This design comes from an exercise in tuning for small area, a short achievable clock period and few clock cycles per item on the open sky130 flow, not from production work.
Where RTL was checked, it was by simulation tests only, not by an equivalence proof against the original.
No functional check of the RTL was part of runs 2 to 4.
Power figures rest on the tool's default switching activity, not on a simulated workload.

## flow/design.v (module list and top-level ports; edited modules follow where they fit)
// module mac_ctrl: 102 lines
// module mac_lane: 1549 lines
// module mac_lanes: 25 lines
// module hidden_ram: 48 lines
// module hidden_mac_top: 65 lines
module hidden_mac_top (
	input  wire                 clk,
	input  wire                 reset,
	input  wire                 i_start,
	input  wire                 i_empty,      
	input  wire                 i_read_done,  
	input  logic [31:0]         i_din,
	input  logic [127:0]        i_weights,
	input  logic [3:0]          i_rd_addr,
	output logic                o_ready,
	output logic                o_next_in,    
	output logic                o_all_done,
	output logic [2:0]          o_state,
	output logic [127:0]        o_rd_data
);
  // ...
==> flow/flow/run.sh <==
#!/bin/bash
# The standard layout (the standard.sh: ORFS from synthesis to the final
# layout) with these changes:
#  - synthesis uses flow/synth_noabc.tcl (see there);
#  - every port still gets a buffer, but a sky130_fd_sc_hd__buf_4 instead of
#    the delay cell that buffer_ports picks by itself;
#  - timing repair may replace a cell by one of another footprint.
# make's output goes to flow_make.log; ORFS writes each step's own log under
# orfs/logs/.
set -euo pipefail
here=$(pwd)
bash standard.sh \
  "SYNTH_SCRIPT=$here/flow/synth_noabc.tcl" \
  MATCH_CELL_FOOTPRINT=0 \
  "BUFFER_PORTS_ARGS=-buffer_cell sky130_fd_sc_hd__buf_4" \
  finish > flow_make.log 2>&1
==> flow/flow/synth_noabc.tcl <==
# The standard synthesis script (synth_recipe.tcl) with one change: Yosys's
# synth runs without its early "abc -fast" pass, so the full adders written in
# the RTL reach extract_fa as written and map to whole sky130 fa/ha cells
# without inverters between them. Everything else, including the final ABC
# mapping, the -nofsm -noshare flags, flattening and renaming, is unchanged.
proc synth {args} { yosys synth -nofsm -noshare -noabc {*}$args }
source $::env(SCRIPTS_DIR)/synth.tcl
# left out here: clear keep_hierarchy, flatten, clean up, hide names made inside functions, write 1_2_yosys.v
==> flow/standard.sh <==
#!/bin/bash
# synth_recipe.tcl (not shown) runs the flow's synth.tcl, then flattens the netlist and writes it again
# the make line also repeats each setting of config.mk as NAME=value (left out here)
make -C /OpenROAD-flow-scripts/flow DESIGN_CONFIG=/design/flow/config.mk WORK_HOME=/design/flow/orfs CLKGATE_MAP_FILE= SYNTH_SCRIPT=/design/flow/synth_recipe.tcl "${@:-finish}"
==> flow/config.mk <==
export PLATFORM = sky130hd
export DESIGN_NAME = hidden_mac_top
export DESIGN_NICKNAME = hidden_mac_top
export VERILOG_FILES = /design/flow/design.v
export SDC_FILE = /design/flow/constraint.sdc
export NUM_CORES = 4
export LEC_CHECK = 0
export CAP_MARGIN = 20
export CORE_MARGIN = 2
export CORE_UTILIZATION = 50
export CTS_CLUSTER_SIZE = 24
export PLACE_DENSITY = 0.6
export SETUP_SLACK_MARGIN = 2.5
export SLEW_MARGIN = 20
==> flow/constraint.sdc <==
create_clock -name core_clock -period 9.0 [get_ports {clk}]
set_input_delay 1.8000 -clock core_clock [delete_from_list [all_inputs] [get_ports {clk}]]
set_output_delay 1.8000 -clock core_clock [all_outputs]
set_load 0.01 [all_outputs]
==> qor.csv, run 1 <==
stage,metric,value,unit
power_and_ir_drop,Power Clock,9.68,mW
floorplanning,Starting Density,0.503,
critical_path,crit path capture type,flip-flop,
yosys,top cells by instance count after synthesis,"dfxtp_1, xnor2_1, a22oi_1",
sta,Peak Freq,153,MHz
sta,"Slew Viols, Final",0,
floorplanning,row count,191,
global_route,grt total ovfl,0,
detailed_routing,metal3 WL,85.1,mm
sta,worst rel slew slack,0.0941,
yosys,Post-Synth Adder-Cell Area,0.269,
global_route,vias in the first global route,107000,
final_layout,cell area after layout,154000,um^2
final_layout,non-clk buf share,0.0627,
critical_path,RR Startpoint,u_ctrl.w_q[114]$_DFF_P_,
detailed_routing,post-route ant nets,0,
clock_network,later-pin clock latency in the skew report,0.92,ns
power_and_ir_drop,Logic pwr share,0.453,
sta,RSZ-0062 raised after global routing,true,
yosys,largest family of logic cells by synthesized area,adder cells,
final_layout,Layout Utilization,0.570,
detailed_routing,# DRC,0,
yosys,multiplexer share of the synthesized area,0.000377,
place,Placer Congestion,0.993,
outcome,status,"complete, no violations",
detailed_routing,initial DRC count,15600,
place,dpl cell area,142000,um^2
clock_network,CTS Sinks,2288,
clock_network,Clk Tree Root Cell,clkbuf_16,
hold_path,WHS Endpoint,u_ram.ring[774]$_DFF_P_,
critical_path,Top delay family on crit path,adder cells,
detailed_routing,DRT Pass-1 Iters,9,
detailed_routing,"wirelength, routed",551,mm
global_route,largest net degree at the start of global routing,117,
clock_network,CTS tree,built,
yosys,Syn Area/Cell,10.8,um^2
sta,Final Hold Viols,0,
yosys,Compound-Gate Fraction of Synth Area,0.184,
critical_path,"Max FO, Critical Path",6,
global_route,GR peak layer,met1,
clock_network,Num CTS Buffers,227,
Testbench counts, summed over its fixed seeds: cycles 2,837, samples 2,741.
==> module mac_ctrl, before the edit <==
module mac_ctrl (
	input  wire                 clk,
	input  wire                 reset,
	input  wire                 i_start,
	input  wire                 i_empty,
	input  wire                 i_read_done,
	input  logic [31:0]         i_din,
	input  logic [127:0]        i_weights,
	output logic [15:0]         smp_one,      
	output logic [15:0]         smp_two,      
	output logic [15:0]         smp_neg,
	output logic [15:0]         smp_one_n,    
	output logic [15:0]         smp_two_n,    
	output logic [15:0]         smp_neg_n,
	output logic [127:0]        smp_weights,
	output logic [3:0]          nx,           
	output logic                clr,          
	output logic                o_ready,
	output logic                o_next_in,
	output logic                o_all_done,
	output logic [2:0]          o_state
);
	localparam logic [1:0] IDLE = 2'd0, RUN = 2'd1, DRAIN = 2'd2, DONE = 2'd3;
	logic [1:0]  state_q;
	logic [3:0]  cnt_q;       
	logic [3:0]  nx_q;
	logic [3:0]  clr_cnt_q;
	logic        clr_q;
	logic        next_q;
	logic        ready;
	logic        accept;
	logic [15:0] one_q, two_q, neg_q;
	logic [15:0] one_nq, two_nq, neg_nq;
	logic [15:0] one_d, two_d, neg_d;
	logic [32:0] dx;
	logic [127:0] w_q;
	assign ready  = (state_q == RUN) && (nx_q == cnt_q);
	assign accept = ready && !i_empty;
	always_ff @(posedge clk) begin
		if (reset) begin
			state_q   <= IDLE;
			cnt_q     <= '0;
			nx_q      <= '0;
			clr_cnt_q <= '0;
			clr_q     <= 1'b1;
			next_q    <= 1'b0;
		end else begin
			nx_q   <= nx_q + 4'd1;
			next_q <= accept && (cnt_q == 4'd15);
			if (accept) cnt_q <= cnt_q + 4'd1;
			if (clr_q) begin
				clr_cnt_q <= clr_cnt_q + 4'd1;
				if (clr_cnt_q == 4'd15) clr_q <= 1'b0;
			end
			case (state_q)
				IDLE: if (i_start) begin
					state_q <= RUN;
					cnt_q   <= '0;
					nx_q    <= '0;
				end
				RUN: begin
					if (accept && i_read_done) state_q <= DRAIN;
					else if (!accept && i_read_done && i_empty) state_q <= clr_q ? DRAIN : DONE;
				end
				DRAIN: if (!clr_q) state_q <= DONE;  
				default: state_q <= DONE;
			endcase
		end
	end
	assign dx = {i_din, 1'b0};
	always_comb begin
		for (int i = 0; i < 16; i++) begin
			one_d[i] = accept && (dx[2*i+1] ^ dx[2*i]);
			two_d[i] = accept && ((dx[2*i+2] && !dx[2*i+1] && !dx[2*i]) || (!dx[2*i+2] && dx[2*i+1] && dx[2*i]));
			neg_d[i] = accept && dx[2*i+2];
		end
	end
	always_ff @(posedge clk) begin
		one_q <= one_d;
		two_q <= two_d;
		neg_q <= neg_d;
		one_nq <= ~one_d;
		two_nq <= ~two_d;
		neg_nq <= ~neg_d;
		w_q   <= i_weights;
	end
	assign smp_one     = one_q;
	assign smp_two     = two_q;
	assign smp_neg     = neg_q;
	assign smp_one_n   = one_nq;
	assign smp_two_n   = two_nq;
	assign smp_neg_n   = neg_nq;
	assign smp_weights = w_q;
	assign nx          = nx_q;
	assign clr         = clr_q;
	assign o_ready    = ready;
	assign o_next_in  = next_q;
	assign o_all_done = (state_q == DONE);
	assign o_state    = (state_q == IDLE) ? mac_pkg::ST_IDLE :
	                    (state_q == DONE) ? mac_pkg::ST_DONE :
	                    ready             ? mac_pkg::ST_READY : mac_pkg::ST_BUSY;
endmodule
==> module mac_lanes, before the edit <==
module mac_lanes (
	input  logic [15:0]  one,   
	input  logic [15:0]  two,   
	input  logic [15:0]  neg,   
	input  logic [15:0]  one_n,   
	input  logic [15:0]  two_n,
	input  logic [15:0]  neg_n,
	input  logic [127:0] w,     
	input  logic [127:0] acc,   
	output logic [127:0] sum    
);
	genvar l;
	generate
		for (l = 0; l < 4; l = l + 1) begin : g_lane
			mac_lane u_lane (
				.one (l < 2 ? one : ~one_n),
				.two (l < 2 ? two : ~two_n),
				.neg (l < 2 ? neg : ~neg_n),
				.w   (w[l*32 +: 32]),
				.acc (acc[l*32 +: 32]),
				.sum (sum[l*32 +: 32])
			);
		end
	endgenerate
endmodule
==> module hidden_ram, before the edit <==
module hidden_ram (
	input  wire            clk,
	input  logic [3:0]     nx,         
	input  wire            clr,        
	output logic [127:0]   head,       
	input  logic [127:0]   tail,       
	input  logic [3:0]     i_rd_addr,
	output logic [127:0]   o_rd_data
);
	localparam int RW = mac_pkg::ROW_W;
	localparam int D  = mac_pkg::DEPTH;
	logic [D*RW-1:0] ring;  
	always_ff @(posedge clk) begin
		ring[0 +: RW]        <= clr ? '0 : ring[RW +: RW];
		ring[RW +: (D-2)*RW] <= ring[2*RW +: (D-2)*RW];
		ring[(D-1)*RW +: RW] <= tail;
	end
	assign head = ring[0 +: RW];
	logic [3:0] base;
	logic [1:0] tlo [4];   
	logic [1:0] thi0 [4];  
	logic [1:0] thi1 [4];  
	logic [3:0] wrap;      
	logic [3:0] lo_sel, hi_sel;
	logic       carry;
	logic [RW-1:0] grp [4];
	assign base = 4'd1 - nx;
	always_comb begin
		for (int k = 0; k < 4; k++) begin
			tlo[k]  = 2'(k) - base[1:0];
			thi0[k] = 2'(k) - base[3:2];
			thi1[k] = 2'(k) - base[3:2] - 2'd1;
			wrap[k] = (3'(k) + 3'(base[1:0])) > 3'd3;
		end
		carry = wrap[i_rd_addr[1:0]];
		for (int k = 0; k < 4; k++) begin
			lo_sel[k] = (i_rd_addr[1:0] == tlo[k]);
			hi_sel[k] = carry ? (i_rd_addr[3:2] == thi1[k]) : (i_rd_addr[3:2] == thi0[k]);
		end
		o_rd_data = '0;
		for (int g = 0; g < 4; g++) begin
			grp[g] = '0;
			for (int k = 0; k < 4; k++)
				grp[g] = grp[g] | ({RW{lo_sel[k]}} & ring[(4*g+k)*RW +: RW]);
			o_rd_data = o_rd_data | ({RW{hi_sel[g]}} & grp[g]);
		end
	end
endmodule
==> module hidden_mac_top, before the edit <==
module hidden_mac_top (
	input  wire                 clk,
	input  wire                 reset,
	input  wire                 i_start,
	input  wire                 i_empty,      
	input  wire                 i_read_done,  
	input  logic [31:0]         i_din,
	input  logic [127:0]        i_weights,
	input  logic [3:0]          i_rd_addr,
	output logic                o_ready,
	output logic                o_next_in,    
	output logic                o_all_done,
	output logic [2:0]          o_state,
	output logic [127:0]        o_rd_data
);
	logic [15:0]  smp_one, smp_two, smp_neg;
	logic [15:0]  smp_one_n, smp_two_n, smp_neg_n;
	logic [127:0] smp_weights;
	logic [3:0]   nx;
	logic         clr;
	logic [127:0] head;
	logic [127:0] tail;
	mac_ctrl u_ctrl (
		.clk         (clk),
		.reset       (reset),
		.i_start     (i_start),
		.i_empty     (i_empty),
		.i_read_done (i_read_done),
		.i_din       (i_din),
		.i_weights   (i_weights),
		.smp_one     (smp_one),
		.smp_two     (smp_two),
		.smp_neg     (smp_neg),
		.smp_one_n   (smp_one_n),
		.smp_two_n   (smp_two_n),
		.smp_neg_n   (smp_neg_n),
		.smp_weights (smp_weights),
		.nx          (nx),
		.clr         (clr),
		.o_ready     (o_ready),
		.o_next_in   (o_next_in),
		.o_all_done  (o_all_done),
		.o_state     (o_state)
	);
	mac_lanes u_lanes (
		.one (smp_one),
		.two (smp_two),
		.neg (smp_neg),
		.one_n (smp_one_n),
		.two_n (smp_two_n),
		.neg_n (smp_neg_n),
		.w   (smp_weights),
		.acc (head),
		.sum (tail)
	);
	hidden_ram u_ram (
		.clk       (clk),
		.nx        (nx),
		.clr       (clr),
		.head      (head),
		.tail      (tail),
		.i_rd_addr (i_rd_addr),
		.o_rd_data (o_rd_data)
	);
endmodule
==> inputs of run 2 (changes only) <==
--- a/flow/design.v
+++ b/flow/design.v
@@ -25,77 +25,110 @@
 	output logic [15:0]         smp_one,      
 	output logic [15:0]         smp_two,      
 	output logic [15:0]         smp_neg,
 	output logic [15:0]         smp_one_n,    
 	output logic [15:0]         smp_two_n,    
 	output logic [15:0]         smp_neg_n,
 	output logic [127:0]        smp_weights,
 	output logic [3:0]          nx,           
+	output logic [7:0]          rd_tlo,       
+	output logic [7:0]          rd_thi0,      
+	output logic [7:0]          rd_thi1,
+	output logic [3:0]          rd_wrap,
 	output logic                clr,          
 	output logic                o_ready,
 	output logic                o_next_in,
 	output logic                o_all_done,
 	output logic [2:0]          o_state
 );
 	localparam logic [1:0] IDLE = 2'd0, RUN = 2'd1, DRAIN = 2'd2, DONE = 2'd3;
 	logic [1:0]  state_q;
 	logic [3:0]  cnt_q;       
 	logic [3:0]  nx_q;
 	logic [3:0]  clr_cnt_q;
 	logic        clr_q;
 	logic        next_q;
+	logic [3:0]  nx_d;
+	logic [3:0]  base_d;
+	logic [7:0]  tlo_q, thi0_q, thi1_q;
+	logic [3:0]  wrap_q;
+	logic        drain_q;     
 	logic        ready;
 	logic        accept;
 	logic [15:0] one_q, two_q, neg_q;
 	logic [15:0] one_nq, two_nq, neg_nq;
 	logic [15:0] one_d, two_d, neg_d;
 	logic [32:0] dx;
 	logic [127:0] w_q;
 	assign ready  = (state_q == RUN) && (nx_q == cnt_q);
 	assign accept = ready && !i_empty;
+	always_comb begin
+		nx_d = nx_q + 4'd1;
+		if (reset || (state_q == IDLE && i_start)) nx_d = '0;
+	end
+	assign base_d = 4'd2 - nx_d;
+	always_ff @(posedge clk) begin
+		for (int k = 0; k < 4; k++) begin
+			tlo_q[2*k +: 2]  <= 2'(k) - base_d[1:0];
+			thi0_q[2*k +: 2] <= 2'(k) - base_d[3:2];
+			thi1_q[2*k +: 2] <= 2'(k) - base_d[3:2] - 2'd1;
+			wrap_q[k]        <= (3'(k) + 3'(base_d[1:0])) > 3'd3;
+		end
+	end
+	assign rd_tlo  = tlo_q;
+	assign rd_thi0 = thi0_q;
+	assign rd_thi1 = thi1_q;
+	assign rd_wrap = wrap_q;
 	always_ff @(posedge clk) begin
 		if (reset) begin
 			state_q   <= IDLE;
 			cnt_q     <= '0;
-			nx_q      <= '0;
 			clr_cnt_q <= '0;
 			clr_q     <= 1'b1;
 			next_q    <= 1'b0;
+			drain_q   <= 1'b0;
 		end else begin
-			nx_q   <= nx_q + 4'd1;
 			next_q <= accept && (cnt_q == 4'd15);
 			if (accept) cnt_q <= cnt_q + 4'd1;
 			if (clr_q) begin
 				clr_cnt_q <= clr_cnt_q + 4'd1;
 				if (clr_cnt_q == 4'd15) clr_q <= 1'b0;
 			end
 			case (state_q)
 				IDLE: if (i_start) begin
 					state_q <= RUN;
 					cnt_q   <= '0;
-					nx_q    <= '0;
 				end
 				RUN: begin
-					if (accept && i_read_done) state_q <= DRAIN;
-					else if (!accept && i_read_done && i_empty) state_q <= clr_q ? DRAIN : DONE;
+					if (accept && i_read_done) begin
+						state_q <= DRAIN;
+						drain_q <= 1'b1;
+					end else if (!accept && i_read_done && i_empty) begin
+						state_q <= DRAIN;
+						drain_q <= 1'b0;
+					end
+				end
+				DRAIN: begin
+					drain_q <= 1'b0;
+					if (!drain_q && !clr_q) state_q <= DONE;  
 				end
-				DRAIN: if (!clr_q) state_q <= DONE;  
 				default: state_q <= DONE;
 			endcase
 		end
 	end
 	assign dx = {i_din, 1'b0};
 	always_comb begin
 		for (int i = 0; i < 16; i++) begin
 			one_d[i] = accept && (dx[2*i+1] ^ dx[2*i]);
 			two_d[i] = accept && ((dx[2*i+2] && !dx[2*i+1] && !dx[2*i]) || (!dx[2*i+2] && dx[2*i+1] && dx[2*i]));
 			neg_d[i] = accept && dx[2*i+2];
 		end
 	end
+	always_ff @(posedge clk) nx_q <= nx_d;
 	always_ff @(posedge clk) begin
 		one_q <= one_d;
 		two_q <= two_d;
 		neg_q <= neg_d;
 		one_nq <= ~one_d;
 		two_nq <= ~two_d;
 		neg_nq <= ~neg_d;
 		w_q   <= i_weights;
@@ -114,17 +147,35 @@
 	assign o_all_done = (state_q == DONE);
 	assign o_state    = (state_q == IDLE) ? mac_pkg::ST_IDLE :
 	                    (state_q == DONE) ? mac_pkg::ST_DONE :
 	                    ready             ? mac_pkg::ST_READY : mac_pkg::ST_BUSY;
 endmodule
 `default_nettype wire
 `timescale 1ns/10ps
 `default_nettype none
+module mac_pgn (input logic gh, ph, gl, pl, output logic gn, pn);
+	assign gn = ~(gh | (ph & gl));
+	assign pn = ~(ph & pl);
+endmodule
+module mac_gn (input logic gh, ph, gl, output logic gn);
+	assign gn = ~(gh | (ph & gl));
+endmodule
+module mac_pgp (input logic ghn, phn, gln, pln, output logic g, p);
+	assign g = ~(ghn & (phn | gln));
+	assign p = ~(phn | pln);
+endmodule
+module mac_gp (input logic ghn, phn, gln, output logic g);
+	assign g = ~(ghn & (phn | gln));
+endmodule
+module mac_sx (input logic p, c, output logic s);
+	assign s = p ^ c;
+endmodule
 module mac_lane (
+	input  wire         clk,
 	input  logic [15:0] one,   
 	input  logic [15:0] two,   
 	input  logic [15:0] neg,   
 	input  logic [31:0] w,     
 	input  logic [31:0] acc,   
 	output logic [31:0] sum    
 );
 	logic pp0_0, pp0_1, pp0_2, pp0_3, pp0_4, pp0_5, pp0_6, pp0_7;
@@ -292,18 +343,25 @@
 	logic fs416, fc416, fs417, fc417, fs418, fc418, fs419, fc419;
 	logic fs420, fc420, fs421, fc421, fs422, fc422, fs423, fc423;
 	logic fs424, fc424, fs425, fc425, fs426, fc426, fs427, fc427;
 	logic fs428, fc428, fs429, fc429, fs430, fc430, fs431, fc431;
 	logic fs432, fc432, fs433, fc433, fs434, fc434, fs435, fc435;
 	logic fs436, fc436, fs437, fc437, fs438, fc438, fs439, fc439;
 	logic fs440, fc440, fs441, fc441, fs442, fc442, fs443, fc443;
 	logic fs444, fc444, fs445, fc445, fs446, fc446, fs447, fc447;
-	logic fs448, fc448, fs449, fc449;
-	logic [47:0] va, vb, vs;
+	logic fs448, fc448, fs449, fc449, lg0, lg2, lp2, lg4;
+	logic lp4, lg6, lp6, lg8, lp8, lg10, lp10, lg12;
+	logic lp12, lg14, lp14, lg17, lg21, lp21, lg25, lp25;
+	logic lg29, lp29, lg34, lg42, lp42, lg53;
+	logic [47:0] va, vb;
+	logic [15:0] gl, pl;
+	logic [31:0] va_q, vb_q;  
+	logic        c16;
+	logic        c16_q;      
 	assign pp0_0 = (one[0] & w[0]) ^ neg[0];
 	assign pp0_1 = ((one[0] & w[1]) | (two[0] & w[0])) ^ neg[0];
 	assign pp0_2 = ((one[0] & w[2]) | (two[0] & w[1])) ^ neg[0];
 	assign pp0_3 = ((one[0] & w[3]) | (two[0] & w[2])) ^ neg[0];
 	assign pp0_4 = ((one[0] & w[4]) | (two[0] & w[3])) ^ neg[0];
 	assign pp0_5 = ((one[0] & w[5]) | (two[0] & w[4])) ^ neg[0];
 	assign pp0_6 = ((one[0] & w[6]) | (two[0] & w[5])) ^ neg[0];
 	assign pp0_7 = ((one[0] & w[7]) | (two[0] & w[6])) ^ neg[0];
@@ -1660,92 +1718,136 @@
 	assign fs447 = fs355 ^ fc400 ^ fs401;
 	assign fc447 = (fs355 & fc400) | (fs355 & fs401) | (fc400 & fs401);
 	assign fs448 = fs357 ^ fc401 ^ fs402;
 	assign fc448 = (fs357 & fc401) | (fs357 & fs402) | (fc401 & fs402);
 	assign fs449 = fs359 ^ fc402 ^ fs403;
 	assign fc449 = (fs359 & fc402) | (fs359 & fs403) | (fc402 & fs403);
 	assign va = {fc448, fc447, fc446, fc445, fc444, fc443, fc442, fc441, fc440, fc439, fc438, fc437, fc436, fc435, fc434, fc433, fc432, fc431, fc430, fc429, fc428, fc427, fc426, fc425, fc424, fc423, fc422, fc421, fc420, fc419, fc418, fc417, fc416, fc415, fc414, fc413, fc412, fc411, fc410, fc409, fc408, fc407, fc406, hc405, hc404, hs404, pp0_1, neg[0]};
 	assign vb = {fs449, fs448, fs447, fs446, fs445, fs444, fs443, fs442, fs441, fs440, fs439, fs438, fs437, fs436, fs435, fs434, fs433, fs432, fs431, fs430, fs429, fs428, fs427, fs426, fs425, fs424, fs423, fs422, fs421, fs420, fs419, fs418, fs417, fs416, fs415, fs414, fs413, fs412, fs411, fs410, fs409, fs408, fs407, fs406, hs405, pp1_0, 1'b0, pp0_0};
-	assign vs = va + vb;
-	assign sum = vs[47:16];
+	assign gl = va[15:0] & vb[15:0];
+	assign pl = va[15:0] ^ vb[15:0];
+	mac_gn u_l0 (.gh(gl[1]), .ph(pl[1]), .gl(gl[0]), .gn(lg0));
+	mac_pgn u_l2 (.gh(gl[3]), .ph(pl[3]), .gl(gl[2]), .pl(pl[2]), .gn(lg2), .pn(lp2));
+	mac_pgn u_l4 (.gh(gl[5]), .ph(pl[5]), .gl(gl[4]), .pl(pl[4]), .gn(lg4), .pn(lp4));
+	mac_pgn u_l6 (.gh(gl[7]), .ph(pl[7]), .gl(gl[6]), .pl(pl[6]), .gn(lg6), .pn(lp6));
+	mac_pgn u_l8 (.gh(gl[9]), .ph(pl[9]), .gl(gl[8]), .pl(pl[8]), .gn(lg8), .pn(lp8));
+	mac_pgn u_l10 (.gh(gl[11]), .ph(pl[11]), .gl(gl[10]), .pl(pl[10]), .gn(lg10), .pn(lp10));
+	mac_pgn u_l12 (.gh(gl[13]), .ph(pl[13]), .gl(gl[12]), .pl(pl[12]), .gn(lg12), .pn(lp12));
+	mac_pgn u_l14 (.gh(gl[15]), .ph(pl[15]), .gl(gl[14]), .pl(pl[14]), .gn(lg14), .pn(lp14));
+	mac_gp u_l17 (.ghn(lg2), .phn(lp2), .gln(lg0), .g(lg17));
+	mac_pgp u_l21 (.ghn(lg6), .phn(lp6), .gln(lg4), .pln(lp4), .g(lg21), .p(lp21));
+	mac_pgp u_l25 (.ghn(lg10), .phn(lp10), .gln(lg8), .pln(lp8), .g(lg25), .p(lp25));
+	mac_pgp u_l29 (.ghn(lg14), .phn(lp14), .gln(lg12), .pln(lp12), .g(lg29), .p(lp29));
+	mac_gn u_l34 (.gh(lg21), .ph(lp21), .gl(lg17), .gn(lg34));
+	mac_pgn u_l42 (.gh(lg29), .ph(lp29), .gl(lg25), .pl(lp25), .gn(lg42), .pn(lp42));
+	mac_gp u_l53 (.ghn(lg42), .phn(lp42), .gln(lg34), .g(lg53));
+	assign c16 = lg53;
+	always_ff @(posedge clk) begin
+		va_q  <= va[47:16];
+		vb_q  <= vb[47:16];
+		c16_q <= c16;
+	end
+	assign sum = va_q + vb_q + {31'b0, c16_q};
 endmodule
 module mac_lanes (
+	input  wire          clk,
 	input  logic [15:0]  one,   
 	input  logic [15:0]  two,   
 	input  logic [15:0]  neg,   
 	input  logic [15:0]  one_n,   
 	input  logic [15:0]  two_n,
 	input  logic [15:0]  neg_n,
 	input  logic [127:0] w,     
 	input  logic [127:0] acc,   
 	output logic [127:0] sum    
 );
 	genvar l;
 	generate
 		for (l = 0; l < 4; l = l + 1) begin : g_lane
 			mac_lane u_lane (
+				.clk (clk),
 				.one (l < 2 ? one : ~one_n),
 				.two (l < 2 ? two : ~two_n),
 				.neg (l < 2 ? neg : ~neg_n),
 				.w   (w[l*32 +: 32]),
 				.acc (acc[l*32 +: 32]),
 				.sum (sum[l*32 +: 32])
 			);
 		end
 	endgenerate
 endmodule
 `default_nettype wire
 `timescale 1ns/10ps
 `default_nettype none
 module hidden_ram (
 	input  wire            clk,
-	input  logic [3:0]     nx,         
+	input  logic [7:0]     rd_tlo,     
+	input  logic [7:0]     rd_thi0,
+	input  logic [7:0]     rd_thi1,
+	input  logic [3:0]     rd_wrap,
 	input  wire            clr,        
 	output logic [127:0]   head,       
 	input  logic [127:0]   tail,       
 	input  logic [3:0]     i_rd_addr,
 	output logic [127:0]   o_rd_data
 );
 	localparam int RW = mac_pkg::ROW_W;
 	localparam int D  = mac_pkg::DEPTH;
 	logic [D*RW-1:0] ring;  
 	always_ff @(posedge clk) begin
-		ring[0 +: RW]        <= clr ? '0 : ring[RW +: RW];
-		ring[RW +: (D-2)*RW] <= ring[2*RW +: (D-2)*RW];
+		ring[0 +: RW]        <= ring[RW +: RW];
+		ring[RW +: RW]       <= clr ? '0 : ring[2*RW +: RW];
+		ring[2*RW +: (D-3)*RW] <= ring[3*RW +: (D-3)*RW];
 		ring[(D-1)*RW +: RW] <= tail;
 	end
-	assign head = ring[0 +: RW];
-	logic [3:0] base;
-	logic [1:0] tlo [4];   
-	logic [1:0] thi0 [4];  
-	logic [1:0] thi1 [4];  
-	logic [3:0] wrap;      
+	assign head = ring[RW +: RW];
+	genvar q, t;
+	generate
+		for (q = 0; q < 4; q = q + 1) begin : g_rd
+			logic [16*32-1:0] d;
+			for (t = 0; t < 16; t = t + 1) begin : g_slot
+				assign d[t*32 +: 32] = ring[t*RW + q*32 +: 32];
+			end
+			mac_rdslice u_rd (
+				.r  (i_rd_addr),
+				.tlo  (rd_tlo),
+				.thi0 (rd_thi0),
+				.thi1 (rd_thi1),
+				.wrap (rd_wrap),
+				.d  (d),
+				.o  (o_rd_data[q*32 +: 32])
+			);
+		end
+	endgenerate
+endmodule
+module mac_rdslice (
+	input  logic [3:0]   r,
+	input  logic [7:0]   tlo,   
+	input  logic [7:0]   thi0,  
+	input  logic [7:0]   thi1,  
+	input  logic [3:0]   wrap,  
+	input  logic [511:0] d,     
+	output logic [31:0]  o
+);
 	logic [3:0] lo_sel, hi_sel;
 	logic       carry;
-	logic [RW-1:0] grp [4];
-	assign base = 4'd1 - nx;
+	logic [31:0] grp [4];
 	always_comb begin
+		carry = wrap[r[1:0]];
 		for (int k = 0; k < 4; k++) begin
-			tlo[k]  = 2'(k) - base[1:0];
-			thi0[k] = 2'(k) - base[3:2];
-			thi1[k] = 2'(k) - base[3:2] - 2'd1;
-			wrap[k] = (3'(k) + 3'(base[1:0])) > 3'd3;
-		end
-		carry = wrap[i_rd_addr[1:0]];
-		for (int k = 0; k < 4; k++) begin
-			lo_sel[k] = (i_rd_addr[1:0] == tlo[k]);
-			hi_sel[k] = carry ? (i_rd_addr[3:2] == thi1[k]) : (i_rd_addr[3:2] == thi0[k]);
+			lo_sel[k] = (r[1:0] == tlo[2*k +: 2]);
+			hi_sel[k] = carry ? (r[3:2] == thi1[2*k +: 2]) : (r[3:2] == thi0[2*k +: 2]);
 		end
-		o_rd_data = '0;
+		o = '0;
 		for (int g = 0; g < 4; g++) begin
 			grp[g] = '0;
 			for (int k = 0; k < 4; k++)
-				grp[g] = grp[g] | ({RW{lo_sel[k]}} & ring[(4*g+k)*RW +: RW]);
-			o_rd_data = o_rd_data | ({RW{hi_sel[g]}} & grp[g]);
+				grp[g] = grp[g] | ({32{lo_sel[k]}} & d[(4*g+k)*32 +: 32]);
+			o = o | ({32{hi_sel[g]}} & grp[g]);
 		end
 	end
 endmodule
 `default_nettype wire
 `timescale 1ns/10ps
 `default_nettype none
 module hidden_mac_top (
 	input  wire                 clk,
@@ -1761,16 +1863,18 @@
 	output logic                o_all_done,
 	output logic [2:0]          o_state,
 	output logic [127:0]        o_rd_data
 );
 	logic [15:0]  smp_one, smp_two, smp_neg;
 	logic [15:0]  smp_one_n, smp_two_n, smp_neg_n;
 	logic [127:0] smp_weights;
 	logic [3:0]   nx;
+	logic [7:0]   rd_tlo, rd_thi0, rd_thi1;
+	logic [3:0]   rd_wrap;
 	logic         clr;
 	logic [127:0] head;
 	logic [127:0] tail;
 	mac_ctrl u_ctrl (
 		.clk         (clk),
 		.reset       (reset),
 		.i_start     (i_start),
 		.i_empty     (i_empty),
@@ -1780,36 +1884,44 @@
 		.smp_one     (smp_one),
 		.smp_two     (smp_two),
 		.smp_neg     (smp_neg),
 		.smp_one_n   (smp_one_n),
 		.smp_two_n   (smp_two_n),
 		.smp_neg_n   (smp_neg_n),
 		.smp_weights (smp_weights),
 		.nx          (nx),
+		.rd_tlo      (rd_tlo),
+		.rd_thi0     (rd_thi0),
+		.rd_thi1     (rd_thi1),
+		.rd_wrap     (rd_wrap),
 		.clr         (clr),
 		.o_ready     (o_ready),
 		.o_next_in   (o_next_in),
 		.o_all_done  (o_all_done),
 		.o_state     (o_state)
 	);
 	mac_lanes u_lanes (
+		.clk (clk),
 		.one (smp_one),
 		.two (smp_two),
 		.neg (smp_neg),
 		.one_n (smp_one_n),
 		.two_n (smp_two_n),
 		.neg_n (smp_neg_n),
 		.w   (smp_weights),
 		.acc (head),
 		.sum (tail)
 	);
 	hidden_ram u_ram (
 		.clk       (clk),
-		.nx        (nx),
+		.rd_tlo    (rd_tlo),
+		.rd_thi0   (rd_thi0),
+		.rd_thi1   (rd_thi1),
+		.rd_wrap   (rd_wrap),
 		.clr       (clr),
 		.head      (head),
 		.tail      (tail),
 		.i_rd_addr (i_rd_addr),
 		.o_rd_data (o_rd_data)
 	);
 endmodule
 `default_nettype wire
==> flow/flow/run.sh (replaced) <==
#!/bin/bash
# The standard layout (the standard.sh: ORFS from synthesis to the final
# layout) with these changes:
#  - synthesis uses flow/synth_noabc.tcl (see there), and keeps a few small
#    modules apart until after ABC (flow/synth_noabc.tcl flattens them
#    afterwards): the prefix nodes of the lanes' carry into bit 16, so each
#    maps to its own gate and the Kogge-Stone structure stays, and the four
#    readback slices, so each keeps its own slot decode;
#  - every port still gets a buffer, but a sky130_fd_sc_hd__buf_4 instead of
#    the delay cell that buffer_ports picks by itself;
#  - timing repair may replace a cell by one of another footprint;
#  - sky130_fd_sc_hd__a222oi_1, which comes in one weak size only, is added to
#    the platform's don't-use list, so slow selection gates can be upsized.
# make's output goes to flow_make.log; ORFS writes each step's own log under
# orfs/logs/.
set -euo pipefail
here=$(pwd)
# the platform's don't-use list (platforms/sky130hd/config.mk) and a222oi_1
dont_use="sky130_fd_sc_hd__probe_p_8 sky130_fd_sc_hd__probec_p_8 sky130_fd_sc_hd__lpflow_bleeder_1 sky130_fd_sc_hd__lpflow_clkbufkapwr_1 sky130_fd_sc_hd__lpflow_clkbufkapwr_16 sky130_fd_sc_hd__lpflow_clkbufkapwr_2 sky130_fd_sc_hd__lpflow_clkbufkapwr_4 sky130_fd_sc_hd__lpflow_clkbufkapwr_8 sky130_fd_sc_hd__lpflow_clkinvkapwr_1 sky130_fd_sc_hd__lpflow_clkinvkapwr_16 sky130_fd_sc_hd__lpflow_clkinvkapwr_2 sky130_fd_sc_hd__lpflow_clkinvkapwr_4 sky130_fd_sc_hd__lpflow_clkinvkapwr_8 sky130_fd_sc_hd__lpflow_decapkapwr_12 sky130_fd_sc_hd__lpflow_decapkapwr_3 sky130_fd_sc_hd__lpflow_decapkapwr_4 sky130_fd_sc_hd__lpflow_decapkapwr_6 sky130_fd_sc_hd__lpflow_decapkapwr_8 sky130_fd_sc_hd__lpflow_inputiso0n_1 sky130_fd_sc_hd__lpflow_inputiso0p_1 sky130_fd_sc_hd__lpflow_inputiso1n_1 sky130_fd_sc_hd__lpflow_inputiso1p_1 sky130_fd_sc_hd__lpflow_inputisolatch_1 sky130_fd_sc_hd__lpflow_isobufsrc_1 sky130_fd_sc_hd__lpflow_isobufsrc_16 sky130_fd_sc_hd__lpflow_isobufsrc_2 sky130_fd_sc_hd__lpflow_isobufsrc_4 sky130_fd_sc_hd__lpflow_isobufsrc_8 sky130_fd_sc_hd__lpflow_isobufsrckapwr_16 sky130_fd_sc_hd__lpflow_lsbuf_lh_hl_isowell_tap_1 sky130_fd_sc_hd__lpflow_lsbuf_lh_hl_isowell_tap_2 sky130_fd_sc_hd__lpflow_lsbuf_lh_hl_isowell_tap_4 sky130_fd_sc_hd__lpflow_lsbuf_lh_isowell_4 sky130_fd_sc_hd__lpflow_lsbuf_lh_isowell_tap_1 sky130_fd_sc_hd__lpflow_lsbuf_lh_isowell_tap_2 sky130_fd_sc_hd__lpflow_lsbuf_lh_isowell_tap_4 sky130_fd_sc_hd__a222oi_1"
bash standard.sh \
  "SYNTH_SCRIPT=$here/flow/synth_noabc.tcl" \
  "SYNTH_KEEP_MODULES=mac_pgn mac_gn mac_pgp mac_gp mac_rdslice" \
  MATCH_CELL_FOOTPRINT=0 \
  "DONT_USE_CELLS=$dont_use" \
  "BUFFER_PORTS_ARGS=-buffer_cell sky130_fd_sc_hd__buf_4" \
  finish > flow_make.log 2>&1
==> flow/config.mk (replaced) <==
export PLATFORM = sky130hd
export DESIGN_NAME = hidden_mac_top
export DESIGN_NICKNAME = hidden_mac_top
export VERILOG_FILES = /design/flow/design.v
export SDC_FILE = /design/flow/constraint.sdc
export NUM_CORES = 4
export LEC_CHECK = 0
export CAP_MARGIN = 20
export CORE_MARGIN = 2
export CORE_UTILIZATION = 60
export CTS_CLUSTER_SIZE = 24
export PLACE_DENSITY = 0.68
export SETUP_SLACK_MARGIN = 3.5
export SLEW_MARGIN = 20
==> qor.csv, run 2 <==
stage,metric,value,unit,change
sta,Tmin final,5.80,ns,was 6.54 ns
detailed_routing,initial DRC count,15500,,was 15600
detailed_routing,# DRC,0,,unchanged
floorplanning,die area,246000,um^2,was 276000 um^2
critical_path,biggest cell delay along the critical path,0.54,ns,was 0.52 ns
yosys,sequential-to-total area share from yosys stat,0.354,,was 0.336
yosys,Syn Area/Cell,11.3,um^2,was 10.8 um^2
clock_network,clock-pin slew on the worst setup and hold paths,0.06,ns,about the same
critical_path,"Max FO, Critical Path",8,,was 6
global_route,initial antenna violation count,33,,was 42
yosys,Yosys cell types,73,,was 71
sta,Post-Route Setup TNS,0,ns,unchanged
critical_path,Top delay family on crit path,multiplexers,,was adder cells
clock_network,later-pin clock latency in the skew report,0.98,ns,was 0.92 ns
detailed_routing,post-route ant nets,0,,unchanged
sta,worst rel slew slack,0.167,,was 0.0941
sta,fin worst setup slack,3.20,ns,was 2.46 ns
sta,Worst Max-Slew Pin Slew,1.25,ns,was 1.35 ns
yosys,top_reg_cell synth,dfxtp_1,,unchanged
critical_path,CP max stage cell,mux4_2,,was fa_1
floorplanning,core area,241000,um^2,was 271000 um^2
final_layout,footprint of the multi-input gates,89000,um^2,was 84700 um^2
place,dpl hpwl,315,mm,was 355 mm
global_route,vias in the first global route,114000,,was 107000
hold_path,min-delay src,u_ram.ring[927]$_DFF_P_,,was u_ram.ring[902]$_DFF_P_
critical_path,RR Endpoint,u_lanes.g_lane[0].u_lane.vb_q[21]$_DFF_P_,,was u_ram.ring[2047]$_DFF_P_
critical_path,WP data arrival,4.00,ns,was 7.32 ns
sta,"Slew Viols, Final",0,,unchanged
clock_network,CTS tree,built,,unchanged
final_layout,"non-filler cells, final",15900,,was 16400
sta,RSZ-0062 raised after global routing,true,,unchanged
final_layout,layout cell share with drive strength beyond 1,0.113,,was 0.129
hold_path,HP Class,reg -> reg,,unchanged
final_layout,P&R area growth vs syn,11.0,%,was 13.3%
floorplanning,Starting Density,0.604,,was 0.503
yosys,number of synthesized register bits,2565,,was 2288
place,"worst slack, placed",2.18,ns,was 1.69 ns
yosys,"count leader, synth",dfxtp_1,,unchanged
critical_path,R2R setup slack,3.47,ns,was 2.46 ns
outcome,status,"complete, no violations",,unchanged
flow_run,max_cap viols,0,,unchanged
sta,skew final,0.104,ns,was 0.0590 ns
critical_path,Worst R2R Path Depth,9,,was 21
final_layout,number of flip-flops in the largest register,2048,,unchanged
yosys,post-synthesis instance total,12800,,was 12600
clock_network,Clk Tree Root Cell,clkbuf_16,,unchanged
detailed_routing,wire per inst,32.5,um,was 33.6 um
detailed_routing,"wirelength, routed",517,mm,was 551 mm
place,count of input and output buffers,302,,unchanged
sta,Tcrit/Tclk final,0.644,,was 0.727
clock_network,Num CTS Buffers,279,,was 227
yosys,Yosys top cell by area,dfxtp_1,,unchanged
floorplanning,row count,180,,was 191
yosys,Yosys Warn Count,5,,was 6
critical_path,"Cell Chain, Critical Path",buf_16 > mux4_2 > buf_12 > mux2i_4 > xor2_4 > buf_6 > nand2_8 > buf_6 > o2111ai_4 > buf_6,,was clkinvlp_4 > buf_4 > buf_4 > o22ai_1 > xnor2_1 > fa_1 > fa_1 > fa_1 > fa_1 > fa_1 > fa_1 > ha_2 > a21o_1 > a21o_1 > a21o_1 > nand3b_1 > o211a_1 > o211a_1 > o21a_1 > nor2_1 > xnor2_1
detailed_routing,total number of vias,112000,,was 108000
power_and_ir_drop,static leakage,66.3,nW,was 64.0 nW
yosys,top cells by instance count after synthesis,"dfxtp_1, xnor2_1, fa_1",,"was dfxtp_1, xnor2_1, a22oi_1"
sta,Final Setup Violations,0,,unchanged
critical_path,RR Startpoint,u_ctrl.two_q[7]$_DFF_P_,,was u_ctrl.w_q[114]$_DFF_P_
place,placed cells,15300,,was 15600
place,Placer Congestion,0.965,,was 0.993
global_route,grt total ovfl,0,,unchanged
power_and_ir_drop,VDD IR max,0.337,mV,was 0.350 mV
clock_network,CTS Buffer Depth,4,,unchanged
final_layout,"commonest non-fill, non-tap cells in the layout","dfxtp_1, xnor2_1, fa_1",,"was dfxtp_1, xnor2_1, a22oi_1"
sta,Peak Freq,173,MHz,was 153 MHz
yosys,Post-synth EDFFs,0,,unchanged
global_route,largest net degree at the start of global routing,129,,was 117
floorplanning,io pins,303,,unchanged
final_layout,"commonest non-fill, non-tap cell in the layout",dfxtp_1,,unchanged
critical_path,crit path capture type,primary output,,was flip-flop
global_route,first-pass GRT wire length,746,mm,was 761 mm
final_layout,fill count,17800,,was 22700
detailed_routing,DRT Pass-1 Iters,8,,was 9
yosys,Post-Syn Area,145000,um^2,was 136000 um^2
clock_network,Max H-tree Level,5,,was 4
final_layout,Layout Utilization,0.670,,was 0.570
floorplanning,Die Y-Extent,496,um,was 526 um
final_layout,final net count,14600,,was 14700
global_route,Total GRT Usage,0.408,,was 0.374
yosys,area share of the leading cell type in the synthesized netlist,0.354,,was 0.336
final_layout,largest reg by FF count,u_ram.ring,,unchanged
critical_path,CP bufs+invs,5,,was 3
critical_path,"Worst Path Class, Setup",in -> out,,was reg -> reg
final_layout,register area,51500,um^2,was 46300 um^2
critical_path,Critical Path RT,7.20,ns,was 9.78 ns
critical_path,CP dominant cell by count,buf_6,,was fa_1
hold_path,WHS Endpoint,u_ram.ring[799]$_DFF_P_,,was u_ram.ring[774]$_DFF_P_
power_and_ir_drop,power per cell area,444,nW/um^2,was 327 nW/um^2
yosys,async set-reset flop share out of synthesis,0,,unchanged
sta,Final Hold Viols,0,,unchanged
hold_path,hold depth,0,,unchanged
detailed_routing,Via density,7.02,,was 6.60
floorplanning,Die X,496,um,was 526 um
clock_network,CTS Sinks,2565,,was 2288
yosys,largest cells by area after synthesis,"dfxtp_1, fa_1, xnor2_1",,unchanged
critical_path,Setup crit start kind,input pin,,was flip-flop
[run 2: cells by family after synthesis]
group / after synthesis / share of synthesized area
xor+xnor: 2119 / 0.129
buf+inv: 1686 / 0.0461
fa+ha+maj: 1964 / 0.253
flops: 2565 / 0.354
compound gates: 3747 / 0.193
simple gates: 715 / 0.0227
mux: 38 / 0.00338
other cells: 1 / 0.0000258
[run 2: timing repair]
action	4_1_cts	5_1_grt
hold buffers	0	0
setup buffers	53	6
gates resized for setup	317	32
pin swaps	59	18
endpoints found under the setup margin	128	128
cloned	22	6
[run 2: modules after synthesis, one instance, submodules excluded]
| module | cell area (um^2) | times used | cells inside | flops+latches |
|---|---|---|---|---|
| mac_pgp | 8.76 | 12 | 2 | 0 |
| mac_pgn | 12.5 | 32 | 2 | 0 |
| mac_rdslice | 4060 | 4 | 526 | 0 |
| mac_gn | 8.76 | 8 | 1 | 0 |
| hidden_mac_top | 128000 | 1 | 10600 | 2565 |
| mac_gp | 5.00 | 8 | 1 | 0 |
[run 2: power breakdown]
group	internal [mW]	switching (mW)
registers	16.9	3.24
logic	17.0	23.0
clock network	6.84	4.66
total	40.7	30.9
[run 2: how the worst max path moves through the flow]
stage,startpoint,endpoint,slack (ns),depth (start not counted)
after floorplan,i_rd_addr[0],o_rd_data[0],3.76,8
after global placement,i_rd_addr[0],o_rd_data[79],2.12,8
after detailed placement,i_rd_addr[0],o_rd_data[118],2.18,8
after CTS,i_rd_addr[0],o_rd_data[69],3.24,11
after global routing,i_rd_addr[0],o_rd_data[105],3.15,10
final,i_rd_addr[0],o_rd_data[120],3.20,10
[run 2: per-layer routing]
layer  vias to the layer above  global-route usage  share of wire  wire (um)
met3                      2346               0.194           0.16      83100
met5                         -             0.00811        0.00091        470
met1                     55500               0.539           0.38     198000
li1                      44400                   -              -          -
met2                      9240               0.563           0.40     208000
met4                        30               0.186          0.053      27300
[run 2: area by class of cell]
type	instances	share of cell area
diodes	15	0.000233
clock buffers	382	0.0495
clock inverters	98	0.00734
inverters	379	0.00882
multi-input cells	8604	0.552
flip-flops and latches	2565	0.320
well taps	3185	0.0247
repair buffers	651	0.0375
[run 2: per-stage QoR]
step | area (um^2) | power [mW] | hold slack [ns]
after floorplan | 145000 | 42.2 | 0.331
after global routing | 161000 | 74.9 | 0.287
after global placement | 149000 | 55.4 | 0.332
after detailed placement | 149000 | 56.5 | 0.335
final | 161000 | 71.6 | 0.279
after CTS | 161000 | 69.7 | 0.279
==> inputs of run 3 (changes only) <==
--- a/flow/config.mk
+++ b/flow/config.mk
@@ -9,5 +9,6 @@
 export CORE_MARGIN = 2
 export CORE_UTILIZATION = 60
-export CTS_CLUSTER_SIZE = 24
+export CTS_CLUSTER_DIAMETER = 150
+export CTS_CLUSTER_SIZE = 18
 export PLACE_DENSITY = 0.68
 export SETUP_SLACK_MARGIN = 3.5
==> qor.csv, run 3 <==
stage,metric,value,unit,change
outcome,status,"complete, no violations",,unchanged
yosys,Yosys cell types,73,,unchanged
sta,Hold WS,0.280,ns,was 0.279 ns
sta,Tcrit/Tclk final,0.660,,was 0.644
floorplanning,Die X,496,um,unchanged
place,Placer Congestion,0.965,,unchanged
global_route,first-pass GRT wire length,741,mm,was 746 mm
yosys,top cells by instance count after synthesis,"dfxtp_1, xnor2_1, fa_1",,unchanged
sta,Final Hold Viols,0,,unchanged
sta,Post-Route Setup TNS,0,ns,unchanged
yosys,post-synthesis instance total,12800,,unchanged
global_route,initial antenna violation count,32,,was 33
final_layout,layout cell share with drive strength beyond 1,0.0974,,was 0.113
floorplanning,Die Y-Extent,496,um,unchanged
yosys,Post-synth EDFFs,0,,unchanged
clock_network,Clk Tree Root Cell,clkbuf_16,,unchanged
detailed_routing,wire per inst,33.0,um,was 32.5 um
yosys,async set-reset flop share out of synthesis,0,,unchanged
critical_path,"Cell Chain, Critical Path",buf_16 > mux4_2 > buf_6 > mux2i_2 > xor2_2 > buf_4 > nand2_8 > buf_4 > o2111ai_2 > buf_4,,was buf_16 > mux4_2 > buf_12 > mux2i_4 > xor2_4 > buf_6 > nand2_8 > buf_6 > o2111ai_4 > buf_6
clock_network,Num CTS Buffers,162,,was 279
detailed_routing,initial DRC count,15600,,was 15500
global_route,vias in the first global route,113000,,was 114000
floorplanning,core area,241000,um^2,unchanged
clock_network,Max H-tree Level,4,,was 5
critical_path,crit path capture type,primary output,,unchanged
sta,skew final,0.121,ns,was 0.104 ns
critical_path,WP data arrival,4.14,ns,was 4.00 ns
clock_network,later-pin clock latency in the skew report,0.94,ns,was 0.98 ns
global_route,largest net degree at the start of global routing,129,,unchanged
global_route,Total GRT Usage,0.405,,was 0.408
final_layout,"commonest non-fill, non-tap cells in the layout","dfxtp_1, xnor2_1, fa_1",,unchanged
clock_network,CTS Sinks,2565,,unchanged
detailed_routing,post-route ant nets,0,,unchanged
clock_network,CTS Buffer Depth,3,,was 4
yosys,largest cells by area after synthesis,"dfxtp_1, fa_1, xnor2_1",,unchanged
critical_path,crit path from,i_rd_addr[0],,unchanged
power_and_ir_drop,power per cell area,430,nW/um^2,was 444 nW/um^2
place,dpl hpwl,315,mm,unchanged
yosys,Yosys Warn Count,5,,unchanged
yosys,Syn Area/Cell,11.3,um^2,unchanged
yosys,number of synthesized register bits,2565,,unchanged
place,count of input and output buffers,302,,unchanged
detailed_routing,total number of vias,110000,,was 112000
floorplanning,row count,180,,unchanged
final_layout,largest reg by FF count,u_ram.ring,,unchanged
clock_network,CTS tree,built,,unchanged
yosys,Yosys top cell by area,dfxtp_1,,unchanged
hold_path,HP Class,reg -> reg,,unchanged
final_layout,final net count,14500,,was 14600
critical_path,Worst R2R Path Depth,9,,unchanged
final_layout,"commonest non-fill, non-tap cell in the layout",dfxtp_1,,unchanged
critical_path,RR Endpoint,u_lanes.g_lane[0].u_lane.vb_q[21]$_DFF_P_,,unchanged
critical_path,"Worst Path Class, Setup",in -> out,,unchanged
critical_path,"Max FO, Critical Path",8,,unchanged
power_and_ir_drop,VDD IR max,0.327,mV,was 0.337 mV
yosys,area share of the leading cell type in the synthesized netlist,0.354,,unchanged
clock_network,clock-pin slew on the worst setup and hold paths,0.08,ns,was 0.06 ns
floorplanning,io pins,303,,unchanged
floorplanning,die area,246000,um^2,unchanged
yosys,top_reg_cell synth,dfxtp_1,,unchanged
critical_path,Setup crit start kind,input pin,,unchanged
flow_run,max_cap viols,0,,unchanged
clock_network,hold_buf cts,0,,unchanged
critical_path,Critical Path Sink,o_rd_data[111],,was o_rd_data[120]
yosys,Post-Syn Area,145000,um^2,unchanged
detailed_routing,"wirelength, routed",515,mm,was 517 mm
final_layout,P&R area growth vs syn,8.07,%,was 11.0%
yosys,sequential-to-total area share from yosys stat,0.354,,unchanged
global_route,grt total ovfl,0,,unchanged
final_layout,number of flip-flops in the largest register,2048,,unchanged
sta,"Slew Viols, Final",0,,unchanged
sta,Tmin final,5.94,ns,was 5.80 ns
sta,worst rel slew slack,0.173,,was 0.167
critical_path,CP dominant cell by count,buf_4,,was buf_6
detailed_routing,Via density,7.06,,was 7.02
power_and_ir_drop,static leakage,64.3,nW,was 66.3 nW
critical_path,Critical Path RT,7.20,ns,about the same
floorplanning,Starting Density,0.604,,unchanged
critical_path,biggest cell delay along the critical path,0.54,ns,about the same
sta,Worst Max-Slew Pin Slew,1.24,ns,was 1.25 ns
sta,Peak Freq,168,MHz,was 173 MHz
yosys,"count leader, synth",dfxtp_1,,unchanged
critical_path,CP max stage cell,mux4_2,,unchanged
detailed_routing,# DRC,0,,unchanged
detailed_routing,DRT Pass-1 Iters,8,,unchanged
final_layout,fill count,18300,,was 17800
critical_path,R2R setup slack,3.51,ns,was 3.47 ns
critical_path,RR Startpoint,u_ctrl.one_q[6]$_DFF_P_,,was u_ctrl.two_q[7]$_DFF_P_
sta,RSZ-0062 raised after global routing,true,,unchanged
sta,Final Setup Violations,0,,unchanged
-- run 3: cell counts after synthesis --
No cell type changed its count.
-- run 3: kinds of logic after synthesis --
| logic type | synth area share |
|---|---|
| AO/OA/AOI/OAI | 0.193 |
| XOR/XNOR | 0.129 |
| adder cells (fa/ha/maj) | 0.253 |
| buffers and inverters | 0.0461 |
| flip-flops | 0.354 |
| multiplexers | 0.00338 |
| other | 0.0000258 |
| AND/OR/NAND/NOR | 0.0227 |
-- run 3: where the power goes --
| group | total (mW) | switching (mW) | internal [mW] |
|---|---|---|---|
| clock | 7.32 | 3.96 | 3.36 |
| combinational | 40.1 | 23.0 | 17.1 |
| sequential | 20.1 | 3.23 | 16.9 |
| total | 67.5 | 30.2 | 37.3 |
-- run 3: stage by stage --
step	cell area, um^2	util	std cells	power, mW	worst slack [ns]
after global routing	157000	0.652	15600	70.7	3.03
after CTS	156000	0.648	15600	65.2	3.15
after detailed placement	149000	0.620	15300	56.5	2.18
after global placement	149000	0.619	15300	55.4	2.12
after floorplan	145000	-	12800	42.2	3.76
final	157000	0.652	15600	67.5	3.06
-- run 3: routing by layer --
metal / track usage / vias up / part of all wire
li1: - / 44000 / -
met1: 0.544 / 55300 / 0.39
met2: 0.559 / 8949 / 0.40
met3: 0.185 / 2088 / 0.16
met4: 0.176 / 26 / 0.049
met5: 0.00425 / - / 0.00069
-- run 3: what timing repair did --
action,in CTS,in global routing
cloned,28,16
buffers inserted,55,19
endpoints found under the hold margin,0,0
pin swaps,46,94
endpoints found under the setup margin,128,129
gates resized for setup,250,75
-- run 3: layout make-up --
| class | count | area (um^2) | area share |
|---|---|---|---|
| antenna | 13 | 32.5 | 0.000207 |
| clock buffer | 171 | 4090 | 0.0260 |
| clock inverter | 20 | 552 | 0.00352 |
| inverter | 379 | 1420 | 0.00906 |
| multi-input combinational | 8602 | 88800 | 0.565 |
| sequential | 2565 | 51500 | 0.328 |
| tap | 3185 | 3990 | 0.0254 |
| timing repair buffer | 685 | 6580 | 0.0419 |
-- run 3: how the worst min path moves through the flow --
| stage | slack [ns] | depth (start not counted) | endpoint | from |
|---|---|---|---|---|
| after global routing | 0.30 | 0 | u_ram.ring[1658]$_DFF_P_ | u_ram.ring[1786]$_DFF_P_ |
| after global placement | 0.33 | 0 | u_ram.ring[1636]$_DFF_P_ | u_ram.ring[1764]$_DFF_P_ |
| after CTS | 0.30 | 0 | u_ram.ring[1079]$_DFF_P_ | u_ram.ring[1207]$_DFF_P_ |
| after detailed placement | 0.34 | 0 | u_ram.ring[1335]$_DFF_P_ | u_ram.ring[1463]$_DFF_P_ |
| final | 0.28 | 0 | u_ram.ring[1658]$_DFF_P_ | u_ram.ring[1786]$_DFF_P_ |
| after floorplan | 0.33 | 0 | u_ram.ring[1000]$_DFF_P_ | u_ram.ring[1128]$_DFF_P_ |
-- run 3: critical path, delay by kind of cell --
family                 cells  cell delay [ns]
buffers and inverters      5             0.84
multiplexers               2             0.82
AO/OA/AOI/OAI              1             0.36
XOR/XNOR                   1             0.19
AND/OR/NAND/NOR            1             0.12
-- run 3: per-module statistics from Yosys (local to each module, per instance) --
module,copies in the design,area [um^2],flip-flops and latches
hidden_mac_top,1,128000,2565
mac_gn,8,8.76,0
mac_gp,8,5.00,0
mac_pgn,32,12.5,0
mac_pgp,12,8.76,0
mac_rdslice,4,4060,0
==> inputs of run 4 (changes only) <==
--- a/flow/design.v
+++ b/flow/design.v
@@ -26,9 +26,5 @@
 	output logic [15:0]         smp_two,      
 	output logic [15:0]         smp_neg,
-	output logic [15:0]         smp_one_n,    
-	output logic [15:0]         smp_two_n,    
-	output logic [15:0]         smp_neg_n,
 	output logic [127:0]        smp_weights,
-	output logic [3:0]          nx,           
 	output logic [7:0]          rd_tlo,       
 	output logic [7:0]          rd_thi0,      
@@ -56,5 +52,4 @@
 	logic        accept;
 	logic [15:0] one_q, two_q, neg_q;
-	logic [15:0] one_nq, two_nq, neg_nq;
 	logic [15:0] one_d, two_d, neg_d;
 	logic [32:0] dx;
@@ -129,7 +124,4 @@
 		two_q <= two_d;
 		neg_q <= neg_d;
-		one_nq <= ~one_d;
-		two_nq <= ~two_d;
-		neg_nq <= ~neg_d;
 		w_q   <= i_weights;
 	end
@@ -137,9 +129,5 @@
 	assign smp_two     = two_q;
 	assign smp_neg     = neg_q;
-	assign smp_one_n   = one_nq;
-	assign smp_two_n   = two_nq;
-	assign smp_neg_n   = neg_nq;
 	assign smp_weights = w_q;
-	assign nx          = nx_q;
 	assign clr         = clr_q;
 	assign o_ready    = ready;
@@ -167,7 +155,4 @@
 	assign g = ~(ghn & (phn | gln));
 endmodule
-module mac_sx (input logic p, c, output logic s);
-	assign s = p ^ c;
-endmodule
 module mac_lane (
 	input  wire         clk,
@@ -1754,7 +1739,4 @@
 	input  logic [15:0]  two,   
 	input  logic [15:0]  neg,   
-	input  logic [15:0]  one_n,   
-	input  logic [15:0]  two_n,
-	input  logic [15:0]  neg_n,
 	input  logic [127:0] w,     
 	input  logic [127:0] acc,   
@@ -1766,7 +1748,7 @@
 			mac_lane u_lane (
 				.clk (clk),
-				.one (l < 2 ? one : ~one_n),
-				.two (l < 2 ? two : ~two_n),
-				.neg (l < 2 ? neg : ~neg_n),
+				.one (one),
+				.two (two),
+				.neg (neg),
 				.w   (w[l*32 +: 32]),
 				.acc (acc[l*32 +: 32]),
@@ -1801,22 +1783,13 @@
 	end
 	assign head = ring[RW +: RW];
-	genvar q, t;
-	generate
-		for (q = 0; q < 4; q = q + 1) begin : g_rd
-			logic [16*32-1:0] d;
-			for (t = 0; t < 16; t = t + 1) begin : g_slot
-				assign d[t*32 +: 32] = ring[t*RW + q*32 +: 32];
-			end
-			mac_rdslice u_rd (
-				.r  (i_rd_addr),
-				.tlo  (rd_tlo),
-				.thi0 (rd_thi0),
-				.thi1 (rd_thi1),
-				.wrap (rd_wrap),
-				.d  (d),
-				.o  (o_rd_data[q*32 +: 32])
-			);
-		end
-	endgenerate
+	mac_rdslice u_rd (
+		.r    (i_rd_addr),
+		.tlo  (rd_tlo),
+		.thi0 (rd_thi0),
+		.thi1 (rd_thi1),
+		.wrap (rd_wrap),
+		.d    (ring),
+		.o    (o_rd_data)
+	);
 endmodule
 module mac_rdslice (
@@ -1826,10 +1799,10 @@
 	input  logic [7:0]   thi1,  
 	input  logic [3:0]   wrap,  
-	input  logic [511:0] d,     
-	output logic [31:0]  o
+	input  logic [2047:0] d,    
+	output logic [127:0]  o
 );
 	logic [3:0] lo_sel, hi_sel;
 	logic       carry;
-	logic [31:0] grp [4];
+	logic [127:0] grp [4];
 	always_comb begin
 		carry = wrap[r[1:0]];
@@ -1842,6 +1815,6 @@
 			grp[g] = '0;
 			for (int k = 0; k < 4; k++)
-				grp[g] = grp[g] | ({32{lo_sel[k]}} & d[(4*g+k)*32 +: 32]);
-			o = o | ({32{hi_sel[g]}} & grp[g]);
+				grp[g] = grp[g] | ({128{lo_sel[k]}} & d[(4*g+k)*128 +: 128]);
+			o = o | ({128{hi_sel[g]}} & grp[g]);
 		end
 	end
@@ -1866,7 +1839,5 @@
 );
 	logic [15:0]  smp_one, smp_two, smp_neg;
-	logic [15:0]  smp_one_n, smp_two_n, smp_neg_n;
 	logic [127:0] smp_weights;
-	logic [3:0]   nx;
 	logic [7:0]   rd_tlo, rd_thi0, rd_thi1;
 	logic [3:0]   rd_wrap;
@@ -1885,9 +1856,5 @@
 		.smp_two     (smp_two),
 		.smp_neg     (smp_neg),
-		.smp_one_n   (smp_one_n),
-		.smp_two_n   (smp_two_n),
-		.smp_neg_n   (smp_neg_n),
 		.smp_weights (smp_weights),
-		.nx          (nx),
 		.rd_tlo      (rd_tlo),
 		.rd_thi0     (rd_thi0),
@@ -1905,7 +1872,4 @@
 		.two (smp_two),
 		.neg (smp_neg),
-		.one_n (smp_one_n),
-		.two_n (smp_two_n),
-		.neg_n (smp_neg_n),
 		.w   (smp_weights),
 		.acc (head),
--- a/flow/flow/run.sh
+++ b/flow/flow/run.sh
@@ -5,6 +5,5 @@
 #    modules apart until after ABC (flow/synth_noabc.tcl flattens them
 #    afterwards): the prefix nodes of the lanes' carry into bit 16, so each
-#    maps to its own gate and the Kogge-Stone structure stays, and the four
-#    readback slices, so each keeps its own slot decode;
+#    maps to its own gate and the Kogge-Stone structure stays;
 #  - every port still gets a buffer, but a sky130_fd_sc_hd__buf_4 instead of
 #    the delay cell that buffer_ports picks by itself;
@@ -20,5 +19,5 @@
 bash standard.sh \
   "SYNTH_SCRIPT=$here/flow/synth_noabc.tcl" \
-  "SYNTH_KEEP_MODULES=mac_pgn mac_gn mac_pgp mac_gp mac_rdslice" \
+  "SYNTH_KEEP_MODULES=mac_pgn mac_gn mac_pgp mac_gp" \
   MATCH_CELL_FOOTPRINT=0 \
   "DONT_USE_CELLS=$dont_use" \
==> qor.csv, run 4 <==
stage,metric,value,unit,change
outcome,status,"complete, no violations",,unchanged
yosys,sequential-to-total area share from yosys stat,0.358,,was 0.354
power_and_ir_drop,Logic pwr share,0.582,,was 0.594
sta,Final Hold Viols,0,,unchanged
critical_path,Critical Path RT,7.20,ns,about the same
final_layout,"commonest non-fill, non-tap cell in the layout",dfxtp_1,,unchanged
detailed_routing,"wirelength, routed",526,mm,was 515 mm
power_and_ir_drop,Switching Share,0.449,,was 0.448
power_and_ir_drop,sequential power share,0.306,,was 0.297
sta,Peak Freq,167,MHz,was 168 MHz
yosys,async set-reset flop share out of synthesis,0,,unchanged
final_layout,layout cell share with drive strength beyond 1,0.113,,was 0.0974
detailed_routing,DRT Pass-1 Iters,10,,was 8
detailed_routing,initial DRC count,15500,,was 15600
critical_path,Setup crit start kind,input pin,,unchanged
yosys,largest cells by area after synthesis,"dfxtp_1, fa_1, a22oi_1",,"was dfxtp_1, fa_1, xnor2_1"
global_route,first-pass GRT wire length,751,mm,was 741 mm
yosys,Post-synth EDFFs,0,,unchanged
place,dpl cell area,145000,um^2,was 149000 um^2
clock_network,CTS Buffer Depth,3,,unchanged
yosys,top_reg_cell synth,dfxtp_1,,unchanged
clock_network,later-pin clock latency in the skew report,0.91,ns,was 0.94 ns
critical_path,crit path capture type,primary output,,unchanged
final_layout,cell area after layout,155000,um^2,was 157000 um^2
sta,skew final,0.0822,ns,was 0.121 ns
clock_network,Max H-tree Level,4,,unchanged
yosys,top cells by instance count after synthesis,"dfxtp_1, a22oi_1, xnor2_1",,"was dfxtp_1, xnor2_1, fa_1"
power_and_ir_drop,VDD IR max,0.499,mV,was 0.327 mV
flow_run,max_cap viols,0,,unchanged
yosys,Yosys top cell by area,dfxtp_1,,unchanged
sta,Worst Max-Slew Pin Slew,1.32,ns,was 1.24 ns
floorplanning,io pins,303,,unchanged
global_route,grt total ovfl,0,,unchanged
yosys,number of synthesized register bits,2517,,was 2565
yosys,area share of the leading cell type in the synthesized netlist,0.358,,was 0.354
power_and_ir_drop,static leakage,60.8,nW,was 64.3 nW
yosys,Yosys cell types,79,,was 73
hold_path,HP Class,reg -> reg,,unchanged
power_and_ir_drop,clock power share,0.112,,was 0.108
yosys,post-synthesis instance total,12300,,was 12800
sta,RSZ-0062 raised after global routing,true,,unchanged
yosys,"count leader, synth",dfxtp_1,,unchanged
global_route,largest net degree at the start of global routing,158,,was 129
floorplanning,die area,238000,um^2,was 246000 um^2
final_layout,number of flip-flops in the largest register,2048,,unchanged
clock_network,clock-pin slew on the worst setup and hold paths,0.07,ns,was 0.08 ns
clock_network,Clk Tree Root Cell,clkbuf_16,,unchanged
sta,Tmin final,5.99,ns,was 5.94 ns
yosys,Syn Area/Cell,11.4,um^2,was 11.3 um^2
detailed_routing,wire per inst,34.9,um,was 33.0 um
critical_path,"Max FO, Critical Path",39,,was 8
sta,worst rel slew slack,0.114,,was 0.173
floorplanning,Die X,488,um,was 496 um
final_layout,largest reg by FF count,u_ram.ring,,unchanged
yosys,Yosys Warn Count,5,,unchanged
detailed_routing,total number of vias,108000,,was 110000
global_route,vias in the first global route,111000,,was 113000
yosys,Post-Syn Area,141000,um^2,was 145000 um^2
detailed_routing,# DRC,0,,unchanged
final_layout,"commonest non-fill, non-tap cells in the layout","dfxtp_1, a22oi_1, xnor2_1",,"was dfxtp_1, xnor2_1, fa_1"
place,count of input and output buffers,302,,unchanged
clock_network,CTS Sinks,2517,,was 2565
final_layout,final net count,14000,,was 14500
clock_network,CTS tree,built,,unchanged
sta,Final Setup Violations,0,,unchanged
global_route,Total GRT Usage,0.428,,was 0.405
floorplanning,Die Y-Extent,488,um,was 496 um
final_layout,P&R area growth vs syn,10.0,%,was 8.07%
global_route,initial antenna violation count,37,,was 32
floorplanning,Starting Density,0.604,,about the same
floorplanning,core area,233000,um^2,was 241000 um^2
## run 4: worst paths after layout
| kind | from | endpoint | slack [ns] | depth (start not counted) |
|---|---|---|---|---|
| worst min register to register | u_ram.ring[1626]$_DFF_P_ | u_ram.ring[1498]$_DFF_P_ | 0.30 | 0 |
| worst min-delay path | u_ram.ring[1626]$_DFF_P_ | u_ram.ring[1498]$_DFF_P_ | 0.30 | 0 |
| worst max register to register | u_ctrl.two_q[4]$_DFF_P_ | u_lanes.g_lane[2].u_lane.vb_q[20]$_DFF_P_ | 3.44 | 9 |
| worst max-delay path | i_rd_addr[1] | o_rd_data[74] | 3.01 | 10 |
## run 4: final cells by class
class	count	area [um^2]
antenna	16	40.0
clock buffer	169	4080
clock inverter	24	517
fill	17000	78000
inverter	211	792
multi-input combinational	8324	87300
sequential	2517	50600
tap	3132	3920
timing repair buffer	698	7500
## run 4: critical path: stages
cell	delay, ns
buf_12	0.12
buf_4	0.15
xor2_4	0.19
nor2_4	0.47
buf_4	0.33
buf_16	0.25
a22o_1	0.18
a221oi_1	0.06
o221ai_2	0.38
buf_4	0.20
## run 4: Yosys stat by module, one instance, submodules excluded
| module | cells inside | copies in the design |
|---|---|---|
| hidden_mac_top | 12200 | 1 |
| mac_pgn | 2 | 32 |
| mac_gn | 1 | 8 |
| mac_pgp | 2 | 12 |
| mac_gp | 1 | 8 |
## run 4: power groups by stage
stage / Clock (mW) / Sequential (mW) / Combinational [mW]
6_report: 7.27 / 19.9 / 37.8
5_1_grt: 7.72 / 20.2 / 39.9
4_1_cts: 7.33 / 19.6 / 35.1
3_5_place_dp: 0 / 19.8 / 32.3
3_3_place_gp: 0 / 19.5 / 31.6
2_1_floorplan: 0 / 18.2 / 21.0
## run 4: timing repair
action / CTS / global route
pin swaps: 20 / 26
cloned: 50 / 11
gates resized for setup: 389 / 169
endpoints found under the setup margin: 128 / 128
hold buffers: 0 / 0
setup buffers: 94 / 29
## run 4: metrics by stage
| step | hold slack, ns | utilization | setup WS (ns) | std cells |
|---|---|---|---|---|
| after global placement | 0.332 | 0.622 | 2.04 | 14700 |
| after floorplan | 0.331 | - | 3.44 | 12300 |
| after detailed placement | 0.335 | 0.622 | 2.00 | 14700 |
| final | 0.303 | 0.665 | 3.01 | 15100 |
| after CTS | 0.302 | 0.659 | 3.12 | 15000 |
| after global routing | 0.311 | 0.665 | 3.02 | 15100 |
## run 4: logic make-up (layout without fill, tap and decap cells)
kind of cell / after synthesis / after routing / synth area share
AO/OA/AOI/OAI: 3590 / 3590 / 0.190
XOR/XNOR: 2053 / 2053 / 0.128
adder cells (fa/ha/maj): 1964 / 1964 / 0.261
buffers and inverters: 1481 / 1102 / 0.0398
flip-flops: 2517 / 2517 / 0.358
multiplexers: 8 / 8 / 0.000578
other: 1 / 20 / 0.0000267
AND/OR/NAND/NOR: 693 / 705 / 0.0227
## run 4: layer usage
metal  vias up  global-route usage  part of all wire
li1      42400                   -                 -
met1     54200               0.541              0.36
met2      9251               0.605              0.41
met3      2334               0.207              0.16
met4        60               0.217             0.063
met5         -              0.0204            0.0016

-- static timing again, ports no longer ideal --
How much do the figures lean on ideal ports? The routed layouts below were timed once more, with nothing changed but the port constraints. Step 1 sets driving cells, clkbuf_16 on the clock port and buf_2 on the other inputs (assumed; they add their load-dependent delay and slew). Step 2 times the ports against the registers' clock, not the clock port: input delays grow and output delays shrink by t, the midpoint of the rising clock arrivals with the driver on. a / b / c = ideal ports / drivers / drivers and shift; a / b = the first two.
run	shift t [ns]	slack for setup (ns)
run 1	0.990	2.459 / 2.438 / 2.438
run 2	1.016	3.204 / 2.969 / 2.969
run 3	0.969	3.058 / 2.839 / 2.839
run 4	0.958	3.013 / 2.959 / 2.959
After both steps setup and hold are still met in every run listed.
